Background: an optimization exercise with open tools, aiming at small area. Do not read the settings as production practice. Function was checked by simulation only, so behaviour that the tests miss may differ from the original. Power and IR drop assume default switching activity.

==> flow/design.v <==
`default_nettype none
module miner_dispatch (
    input  wire logic         clk,
    input  wire logic         rst_n,
    input  wire logic [7:0]   rx_data,
    input  wire logic         rx_valid,
    output      logic         rx_ready,
    output      logic [255:0] midstate,
    output      logic [95:0]  data2,
    output      logic         start_mining,
    input  wire logic         miner_busy,
    input  wire logic         got_ticket,
    input  wire logic [31:0]  golden_nonce,
    output      logic [7:0]   tx_data,
    output      logic         tx_valid,
    input  wire logic         tx_ready,
    output      logic         dispatch_busy,
    output      logic         err_arm
);
    logic [351:0] r_frame_n;
    logic [351:0] r_job_n;
    logic         r_nvld;
    logic [5:0]   r_cnt;
    logic         r_pend;
    logic         r_park;
    logic         r_load, r_nload, r_wait, r_run, r_drain;
    logic [3:0]   r_tmr;
    logic [23:0]  r_res;       
    logic [7:0]   w_next_byte;
    logic         w_acc, w_nacc, w_c43, w_fire, w_last, w_ticket, w_pend_go;
    logic         w_hold_last, w_arm_last, w_drain_last;
    logic         n_load, n_start, n_wait, n_run, n_drain, n_txv, n_stay, n_err;
    assign w_acc  = rx_valid & rx_ready;
    assign w_nacc = ~rx_valid | r_park;
    assign w_c43  = r_cnt[5] & r_cnt[3] & r_cnt[1] & r_cnt[0];
    assign w_fire = tx_valid & tx_ready;
    assign w_last = r_tmr[1] & r_tmr[0];
    assign w_hold_last  = r_tmr[1] & r_tmr[0];
    assign w_arm_last   = &r_tmr;
    assign w_drain_last = r_tmr[2] & r_tmr[0];
    assign w_ticket  = (r_run | r_drain) & got_ticket;
    assign w_pend_go = (r_run | r_drain) & ~got_ticket & r_pend;
    assign n_load  = (~dispatch_busy & r_pend) | w_pend_go;
    assign n_start = r_load | (start_mining & ~w_hold_last);
    assign n_wait  = (start_mining & w_hold_last) | (r_wait & ~miner_busy & ~w_arm_last);
    assign n_err   = r_wait & ~miner_busy & w_arm_last;
    assign n_run   = (r_wait & miner_busy) | (r_run & ~got_ticket & ~r_pend & miner_busy);
    assign n_drain = (r_run & ~got_ticket & ~r_pend & ~miner_busy) |
                     (r_drain & ~got_ticket & ~r_pend & ~w_drain_last);
    assign n_txv   = w_ticket | (tx_valid & ~(tx_ready & w_last));
    assign w_next_byte = ({8{~r_tmr[1] & ~r_tmr[0]}} & r_res[7:0]) |
                         ({8{~r_tmr[1] &  r_tmr[0]}} & r_res[15:8]) |
                         ({8{ r_tmr[1] & ~r_tmr[0]}} & r_res[23:16]);
    assign n_stay  = (start_mining & n_start) | (r_wait & n_wait) | (r_drain & n_drain);
    assign {data2, midstate} = ~(r_job_n | {352{r_nvld}});
    always_ff @(posedge clk) begin
        r_frame_n <= ({352{w_acc}} & {~rx_data, r_frame_n[351:8]}) | ({352{w_nacc}} & r_frame_n);
        r_job_n   <= ({352{r_load}} & r_frame_n) | ({352{r_nload}} & r_job_n);
        if (n_stay || (w_fire && !w_last)) r_tmr <= r_tmr + 4'd1;
        else if (!(tx_valid && !tx_ready)) r_tmr <= 4'd0;
        if (w_ticket) r_res <= golden_nonce[31:8];
    end
    always_ff @(posedge clk or negedge rst_n) begin
        if (!rst_n) begin
            r_cnt         <= 6'b100000;
            r_pend        <= 1'b0;
            r_park        <= 1'b0;
            rx_ready      <= 1'b1;
            r_load        <= 1'b0;
            r_nload       <= 1'b1;
            start_mining  <= 1'b0;
            r_wait        <= 1'b0;
            r_run         <= 1'b0;
            r_drain       <= 1'b0;
            tx_valid      <= 1'b0;
            dispatch_busy <= 1'b0;
            err_arm       <= 1'b0;
            tx_data       <= 8'd0;
            r_nvld        <= 1'b1;
        end else begin
            if (w_acc) r_cnt <= w_c43 ? 6'b100000 : {r_cnt[4:0], r_cnt[5] ^ r_cnt[4]};
            r_pend   <= (r_pend & ~r_load) | (w_acc & w_c43);
            r_park   <= (r_park & ~r_load) | (r_pend & ~r_load & w_acc & w_c43);
            rx_ready <= ~((r_park & ~r_load) | (r_pend & ~r_load & w_acc & w_c43));
            r_load        <= n_load;
            r_nload       <= ~n_load;
            start_mining  <= n_start;
            r_wait        <= n_wait;
            r_run         <= n_run;
            r_drain       <= n_drain;
            tx_valid      <= n_txv;
            err_arm       <= n_err;
            dispatch_busy <= n_load | n_start | n_wait | n_run | n_drain | n_txv;
            if (r_load) r_nvld <= 1'b0;
            if (w_ticket)                tx_data <= golden_nonce[7:0];
            else if (w_fire && !w_last)  tx_data <= w_next_byte;
        end
    end
endmodule
`default_nettype wire
==> flow/config.mk <==
export PLATFORM = sky130hd
export DESIGN_NAME = miner_dispatch
export DESIGN_NICKNAME = miner_dispatch
export VERILOG_FILES = /design/flow/design.v
export SDC_FILE = /design/flow/constraint.sdc
export NUM_CORES = 4
export LEC_CHECK = 0
export CAP_MARGIN = 20
export CORE_MARGIN = 2
export CORE_UTILIZATION = 65
export PLACE_DENSITY = 0.75
export SLEW_MARGIN = 20
==> flow/constraint.sdc <==
create_clock -name core_clock -period 10.0 [get_ports {clk}]
set_input_delay 2.0000 -clock core_clock [delete_from_list [all_inputs] [get_ports {clk}]]
set_output_delay 2.0000 -clock core_clock [all_outputs]
set_load 0.01 [all_outputs]
standard.sh (not shown) runs the stock make flow with config.mk's settings and CLKGATE_MAP_FILE= SYNTH_SCRIPT=/design/flow/synth_recipe.tcl, a recipe that flattens the netlist after the stock synthesis.
==> flow/flow/run.sh <==
#!/bin/bash
# Standard ORFS layout (standard.sh, unchanged synthesis), with two changes:
#  - port buffers are buf_1 instead of the resizer's default pick;
#  - CTS uses clkbuf_8, clusters of up to 20 sinks within 50 um, and no dummy loads.
set -euo pipefail
bash standard.sh \
  "BUFFER_PORTS_ARGS=-buffer_cell sky130_fd_sc_hd__buf_1" \
  "CTS_ARGS=-sink_clustering_enable -repair_clock_nets -dont_use_dummy_load -sink_clustering_size 20 -sink_clustering_max_diameter 50 -buf_list sky130_fd_sc_hd__clkbuf_8" \
  finish > standard_flow.log 2>&1
The baseline finished clean.
Rerun with:
--- a/flow/design.v
+++ b/flow/design.v
@@ -17,16 +17,14 @@
     output      logic         dispatch_busy,
     output      logic         err_arm
 );
-    logic [351:0] r_frame_n;
-    logic [351:0] r_job_n;
-    logic         r_nvld;
+    logic [351:0] r_frame;
     logic [5:0]   r_cnt;
     logic         r_pend;
     logic         r_park;
     logic         r_load, r_nload, r_wait, r_run, r_drain;
     logic [3:0]   r_tmr;
     logic [23:0]  r_res;       
-    logic [7:0]   w_next_byte;
+    logic [1:0]   r_idx;
     logic         w_acc, w_nacc, w_c43, w_fire, w_last, w_ticket, w_pend_go;
     logic         w_hold_last, w_arm_last, w_drain_last;
     logic         n_load, n_start, n_wait, n_run, n_drain, n_txv, n_stay, n_err;
@@ -34,7 +32,7 @@
     assign w_nacc = ~rx_valid | r_park;
     assign w_c43  = r_cnt[5] & r_cnt[3] & r_cnt[1] & r_cnt[0];
     assign w_fire = tx_valid & tx_ready;
-    assign w_last = r_tmr[1] & r_tmr[0];
+    assign w_last = (r_idx == 2'd3);
     assign w_hold_last  = r_tmr[1] & r_tmr[0];
     assign w_arm_last   = &r_tmr;
     assign w_drain_last = r_tmr[2] & r_tmr[0];
@@ -48,21 +46,21 @@
     assign n_drain = (r_run & ~got_ticket & ~r_pend & ~miner_busy) |
                      (r_drain & ~got_ticket & ~r_pend & ~w_drain_last);
     assign n_txv   = w_ticket | (tx_valid & ~(tx_ready & w_last));
-    assign w_next_byte = ({8{~r_tmr[1] & ~r_tmr[0]}} & r_res[7:0]) |
-                         ({8{~r_tmr[1] &  r_tmr[0]}} & r_res[15:8]) |
-                         ({8{ r_tmr[1] & ~r_tmr[0]}} & r_res[23:16]);
     assign n_stay  = (start_mining & n_start) | (r_wait & n_wait) | (r_drain & n_drain);
-    assign {data2, midstate} = ~(r_job_n | {352{r_nvld}});
     always_ff @(posedge clk) begin
-        r_frame_n <= ({352{w_acc}} & {~rx_data, r_frame_n[351:8]}) | ({352{w_nacc}} & r_frame_n);
-        r_job_n   <= ({352{r_load}} & r_frame_n) | ({352{r_nload}} & r_job_n);
-        if (n_stay || (w_fire && !w_last)) r_tmr <= r_tmr + 4'd1;
-        else if (!(tx_valid && !tx_ready)) r_tmr <= 4'd0;
-        if (w_ticket) r_res <= golden_nonce[31:8];
+        r_frame <= ({352{w_acc}} & {rx_data, r_frame[351:8]}) | ({352{w_nacc}} & r_frame);
+        r_tmr   <= n_stay ? r_tmr + 4'd1 : 4'd0;
+        if (w_ticket) begin
+            r_res <= golden_nonce[31:8];
+            r_idx <= 2'd0;
+        end else if (w_fire) begin
+            r_res[15:0] <= r_res[23:8];
+            r_idx       <= r_idx + 2'd1;
+        end
     end
     always_ff @(posedge clk or negedge rst_n) begin
         if (!rst_n) begin
-            r_cnt         <= 6'b100000;
+            r_cnt         <= 6'd0;
             r_pend        <= 1'b0;
             r_park        <= 1'b0;
             rx_ready      <= 1'b1;
@@ -76,9 +74,10 @@
             dispatch_busy <= 1'b0;
             err_arm       <= 1'b0;
             tx_data       <= 8'd0;
-            r_nvld        <= 1'b1;
+            midstate      <= '0;
+            data2         <= '0;
         end else begin
-            if (w_acc) r_cnt <= w_c43 ? 6'b100000 : {r_cnt[4:0], r_cnt[5] ^ r_cnt[4]};
+            if (w_acc) r_cnt <= w_c43 ? 6'd0 : r_cnt + 6'd1;
             r_pend   <= (r_pend & ~r_load) | (w_acc & w_c43);
             r_park   <= (r_park & ~r_load) | (r_pend & ~r_load & w_acc & w_c43);
             rx_ready <= ~((r_park & ~r_load) | (r_pend & ~r_load & w_acc & w_c43));
@@ -91,9 +90,9 @@
             tx_valid      <= n_txv;
             err_arm       <= n_err;
             dispatch_busy <= n_load | n_start | n_wait | n_run | n_drain | n_txv;
-            if (r_load) r_nvld <= 1'b0;
+            {data2, midstate} <= ({352{r_load}} & r_frame) | ({352{r_nload}} & {data2, midstate});
             if (w_ticket)                tx_data <= golden_nonce[7:0];
-            else if (w_fire && !w_last)  tx_data <= w_next_byte;
+            else if (w_fire && !w_last)  tx_data <= r_res[7:0];
         end
     end
 endmodule
Effect: The changed run finished with timing, DRC and antenna clean; setup slack improved by 1.4 ns; die area went up slightly; sequential share of layout area went up by 5.1 points; sequential power went down by a few percent; flip-flop and latch count went up by 1; power went down by roughly a tenth; clock power stays flat; synthesized area went up slightly; core utilization went up by 0.96 points.

## afterwards: timing with drivers on the ports
Ports are ideal in the flow. The routed layouts listed here were re-timed in OpenROAD. Step 1 sets driving cells, clkbuf_16 on the clock port and buf_2 on the other inputs (assumed; they add their load-dependent delay and slew). Step 2, shift: input delay + t, output delay - t, t = (earliest + latest rising clock arrival at the registers) / 2. This alone moves slack from input paths to output paths. Three values: ideal ports, drivers, drivers and shift; two values: the first two.
| run | shift t [ns] | slack for setup (ns) | worst hold slack (ns) | pins driven straight from the clock port |
|---|---|---|---|---|
| the first run | 0.688 | 4.709 / 4.653 / 5.341 | 0.473 / 0.473 / 0.473 | 1 |
| the second run | 0.699 | 6.112 / 6.113 / 5.414 | 0.475 / 0.475 / 0.475 | 1 |
After both steps every run listed still meets setup and hold. The setup slack of the second run, which loses most, moves by +0.001 ns with the drivers and by -0.698 ns with both steps.
